This is an optimization exercise on Yosys and OpenROAD, whose aim is small area, not a production implementation.
In this exercise RTL edits were held to simulation tests only and were not proved equivalent to the original.

==> flow/design.v <==
module imem_array
#(
    parameter int DATA_W = 32,
    parameter int DEPTH  = 64
) (
    input  logic              clk,
    input  logic [DEPTH-1:0]  wset,
    input  logic [DEPTH-1:0]  wkeep,
    input  logic [DATA_W-1:0] wdata,
    input  logic              wref,
    output logic [DATA_W-1:0] rdata,
    output logic              rref
);
    logic [DEPTH-1:0] col_q [DATA_W];
    logic [DEPTH-1:0] ref_q;
    for (genvar r = 0; r < DEPTH; r++) begin : g_row
        for (genvar b = 0; b < DATA_W; b++) begin : g_bit
            imem_cell u_cell (
                .clk  (clk),
                .set  (wset[r]),
                .keep (wkeep[r]),
                .d    (wdata[b]),
                .q    (col_q[b][r])
            );
        end
        imem_cell u_ref (
            .clk  (clk),
            .set  (wset[r]),
            .keep (wkeep[r]),
            .d    (wref),
            .q    (ref_q[r])
        );
    end
    for (genvar b = 0; b < DATA_W; b++) begin : g_rd
        imem_col_read #(.DEPTH(DEPTH)) u_rd (.d(col_q[b]), .sel_n(wkeep), .y(rdata[b]));
    end
    imem_col_read #(.DEPTH(DEPTH)) u_rd_ref (.d(ref_q), .sel_n(wkeep), .y(rref));
endmodule
module imem_col_read
#(
    parameter int DEPTH = 64
) (
    input  logic [DEPTH-1:0] d,
    input  logic [DEPTH-1:0] sel_n,
    output logic             y
);
    assign y = &(d | sel_n);
endmodule
module imem_cell (
    input  logic clk,
    input  logic set,
    input  logic keep,
    input  logic d,
    output logic q
);
    always_ff @(posedge clk) begin
        q <= ~((set | q) & (keep | d));
    end
endmodule
module instruction_memory_sync
#(
    parameter int                DATA_W    = 32,
    parameter int                ADDR_W    = 32,
    parameter int                DEPTH     = 64,
    parameter logic [DATA_W-1:0] NOP_INSTR = DATA_W'(32'h0000_0000)
) (
    input  logic                     clk,
    input  logic                     reset,
    input  logic [ADDR_W-1:0]        pc_i,
    input  logic                     rd_en,
    input  logic                     stall,
    input  logic                     flush,
    input  logic                     ld_en,
    input  logic                     ld_we,
    input  logic [$clog2(DEPTH)-1:0] ld_addr,
    input  logic [DATA_W-1:0]        ld_data,
    output logic [DATA_W-1:0]        instr_o,
    output logic                     instr_valid,
    output logic                     fault_misaligned,
    output logic                     fault_range,
    output logic                     ld_busy,
    output logic [$clog2(DEPTH):0]   ld_count
);
    localparam int AW = $clog2(DEPTH);
    localparam int CW = AW + 1;
    logic [1:0]        state;
    logic              misaligned;
    logic              out_of_range;
    logic              in_run;
    logic              in_load;
    logic              run_go;
    logic              fetch;
    logic              hold;
    logic              ld_wr;
    logic [DEPTH-1:0]  wset;
    logic [DEPTH-1:0]  wkeep;
    logic [1:0]        state_next;
    logic              wfill;
    logic [DATA_W-1:0] mem_rdata;
    logic              mem_rref;
    logic [DATA_W-1:0] instr_q;
    logic              iref_q;
    assign misaligned   = (pc_i[1:0] != 2'b00);
    assign out_of_range = (pc_i[ADDR_W-1:AW+2] != '0);
    assign in_run       = (state == 2'b00);
    assign in_load      = (state == 2'b01);
    assign run_go       = !reset && in_run && !ld_en && !flush;
    assign fetch        = run_go && !stall && rd_en && !misaligned && !out_of_range;
    assign hold         = run_go && stall;
    assign ld_wr        = ld_en && ld_we && !reset;
    always_comb begin
        if (reset) begin
            state_next = 2'b00;
        end else begin
            case (state)
                2'b00:   state_next = ld_en ? 2'b01 : 2'b00;
                2'b01:   state_next = ld_en ? 2'b01 : 2'b10;
                default: state_next = 2'b00;
            endcase
        end
    end
    always_ff @(posedge clk) begin
        state <= state_next;
        wfill <= !state_next[0];
    end
    always_ff @(posedge clk) begin
        if (!run_go) begin
            instr_valid      <= 1'b0;
            fault_misaligned <= 1'b0;
            fault_range      <= 1'b0;
        end else if (!stall) begin
            instr_valid      <= rd_en && !misaligned && !out_of_range;
            fault_misaligned <= rd_en && misaligned;
            fault_range      <= rd_en && !misaligned && out_of_range;
        end
    end
    always_ff @(posedge clk) begin
        if (reset || (in_run && ld_en)) begin
            ld_count <= '0;
        end else if (in_load && ld_wr && ld_count != CW'(DEPTH)) begin
            ld_count <= ld_count + CW'(1);
        end
    end
    logic [AW-1:0]     row_addr;
    logic [DATA_W-1:0] wdata;
    logic              row_wr;
    logic              row_act;
    assign row_addr = state[0] ? ld_addr : pc_i[AW+1:2];
    assign row_wr   = in_load && ld_wr;
    assign row_act  = (state[0] && ld_wr) || fetch;
    assign wdata    = ld_data | {DATA_W{wfill}};
    for (genvar r = 0; r < DEPTH; r++) begin : g_dec
        assign wset[r]  = row_wr && (row_addr == AW'(r));
        assign wkeep[r] = !(row_act && (row_addr == AW'(r)));
    end
    imem_array #(
        .DATA_W (DATA_W),
        .DEPTH  (DEPTH)
    ) u_array (
        .clk   (clk),
        .wset  (wset),
        .wkeep (wkeep),
        .wdata (wdata),
        .wref  (wfill),
        .rdata (mem_rdata),
        .rref  (mem_rref)
    );
    always_ff @(posedge clk) begin
        instr_q <= (fetch ? mem_rdata : '0) | (hold ? instr_q : '0);
        iref_q  <= (fetch && mem_rref) || (hold && iref_q);
    end
    assign instr_o = (instr_q ^ {DATA_W{iref_q}}) | (instr_valid ? DATA_W'(0) : NOP_INSTR);
    assign ld_busy = !in_run;
endmodule
Settings: LEC_CHECK=0, CAP_MARGIN=20, CORE_MARGIN=2, CORE_UTILIZATION=55, PLACE_DENSITY=0.75, SLEW_MARGIN=20, SYNTH_HIERARCHICAL=1; clock period 5.0 ns.
standard.sh (not shown) runs the stock make flow with config.mk's settings and CLKGATE_MAP_FILE= SYNTH_SCRIPT=/design/flow/synth_recipe.tcl, a recipe that flattens the netlist after the stock synthesis.
==> flow/flow/run.sh <==
#!/bin/bash
# The standard layout (standard.sh), with two changes passed to ORFS through
# its own variables:
#  - CTS: clock buffers of one type (clkbuf_16) in sink clusters of up to 30
#    flip-flops, and no dummy loads added for balancing;
#  - port buffering: every input and output port still gets its own buffer,
#    a buf_1 instead of the default choice.
# Each tool's full output goes to the ORFS logs under orfs/logs/; the make
# output of the whole run goes to standard.log here.
set -euo pipefail
export CTS_ARGS="-sink_clustering_enable -repair_clock_nets -dont_use_dummy_load -buf_list sky130_fd_sc_hd__clkbuf_16 -sink_clustering_size 30 -sink_clustering_max_diameter 60"
export BUFFER_PORTS_ARGS="-buffer_cell sky130_fd_sc_hd__buf_1"
bash standard.sh > standard.log 2>&1
Next try:
--- a/flow/flow/run.sh
+++ b/flow/flow/run.sh
@@ -3,3 +3,3 @@
 # its own variables:
-#  - CTS: clock buffers of one type (clkbuf_16) in sink clusters of up to 30
+#  - CTS: clock buffers of one type (clkbuf_16) in sink clusters of up to 32
 #    flip-flops, and no dummy loads added for balancing;
@@ -10,3 +10,3 @@
 set -euo pipefail
-export CTS_ARGS="-sink_clustering_enable -repair_clock_nets -dont_use_dummy_load -buf_list sky130_fd_sc_hd__clkbuf_16 -sink_clustering_size 30 -sink_clustering_max_diameter 60"
+export CTS_ARGS="-sink_clustering_enable -repair_clock_nets -dont_use_dummy_load -buf_list sky130_fd_sc_hd__clkbuf_16 -sink_clustering_size 32 -sink_clustering_max_diameter 66"
 export BUFFER_PORTS_ARGS="-buffer_cell sky130_fd_sc_hd__buf_1"
What happened:
- The new run completed with no timing, DRC or antenna violations
- routed wire length drops slightly
- die area does not change
- hold slack stays flat
- clock skew went up by 0.037 ns
- sequential share of layout area went up by 0.27 points
- synthesized cell count is unchanged
- global-route usage drops by 0.24 points
- final cell count is about the same
- worst setup slack gets worse by 0.013 ns
Next try:
--- a/flow/flow/run.sh
+++ b/flow/flow/run.sh
@@ -3,3 +3,3 @@
 # its own variables:
-#  - CTS: clock buffers of one type (clkbuf_16) in sink clusters of up to 32
+#  - CTS: clock buffers of one type (clkbuf_16) in sink clusters of up to 34
 #    flip-flops, and no dummy loads added for balancing;
@@ -10,3 +10,3 @@
 set -euo pipefail
-export CTS_ARGS="-sink_clustering_enable -repair_clock_nets -dont_use_dummy_load -buf_list sky130_fd_sc_hd__clkbuf_16 -sink_clustering_size 32 -sink_clustering_max_diameter 66"
+export CTS_ARGS="-sink_clustering_enable -repair_clock_nets -dont_use_dummy_load -buf_list sky130_fd_sc_hd__clkbuf_16 -sink_clustering_size 34 -sink_clustering_max_diameter 72"
 export BUFFER_PORTS_ARGS="-buffer_cell sky130_fd_sc_hd__buf_1"
- CORE_UTILIZATION: 55 -> 50
- PLACE_DENSITY: 0.75 -> default
The changed run passed the timing, DRC and antenna checks.
Via count decreases by about 1.4%.
Global-route usage decreases by 2.0 points.
Cell count increases by 2.8%.
Routed wire length increases by 3.6%.
Final area increases by 2.4%.
Next try:
--- a/flow/flow/run.sh
+++ b/flow/flow/run.sh
@@ -3,3 +3,3 @@
 # its own variables:
-#  - CTS: clock buffers of one type (clkbuf_16) in sink clusters of up to 34
+#  - CTS: clock buffers of one type (clkbuf_16) in sink clusters of up to 32
 #    flip-flops, and no dummy loads added for balancing;
@@ -10,3 +10,3 @@
 set -euo pipefail
-export CTS_ARGS="-sink_clustering_enable -repair_clock_nets -dont_use_dummy_load -buf_list sky130_fd_sc_hd__clkbuf_16 -sink_clustering_size 34 -sink_clustering_max_diameter 72"
+export CTS_ARGS="-sink_clustering_enable -repair_clock_nets -dont_use_dummy_load -buf_list sky130_fd_sc_hd__clkbuf_16 -sink_clustering_size 32 -sink_clustering_max_diameter 66"
 export BUFFER_PORTS_ARGS="-buffer_cell sky130_fd_sc_hd__buf_1"
- CORE_UTILIZATION: 50 -> 60
- PLACE_DENSITY: default -> 0.85
Clock skew goes down by 0.0042 ns.
Die area goes down by about a fifth.
Global-route usage goes up by 6.1 points.
Setup slack degrades by 0.028 ns.
Utilization goes up by 9.9 points.
Flip-flop and latch count does not change.

## what the ideal ports hide
Ports are ideal in the flow. The routed layouts listed here were re-timed in OpenROAD. Step 1 sets driving cells, clkbuf_16 on the clock port and buf_2 on the other inputs (assumed; they add their load-dependent delay and slew). Step 2 adds t to the input delays and takes it off the output delays; t is the mean of the earliest and latest rising clock arrival at the registers after step 1. Input paths then give back, and output paths get back, about the clock's delay inside the block. Three values: ideal, step 1, step 2; two values: the first two.
run	t, ns	slack for setup (ns)	latest minus earliest clock arrival (ns)
the first run	0.851	0.430 / 0.430 / 0.043	0.074 / 0.075
the second run	0.804	0.416 / 0.416 / -0.007	0.102 / 0.102
the third run	0.820	0.471 / 0.471 / -0.087	0.088 / 0.087
the fourth run	0.794	0.442 / 0.442 / 0.110	0.102 / 0.102
With both steps, setup timing fails in the second run and the third run, where it was met with ideal ports. The setup slack of the third run, which loses most, moves by 0.000 ns with the drivers and by -0.558 ns with both steps.
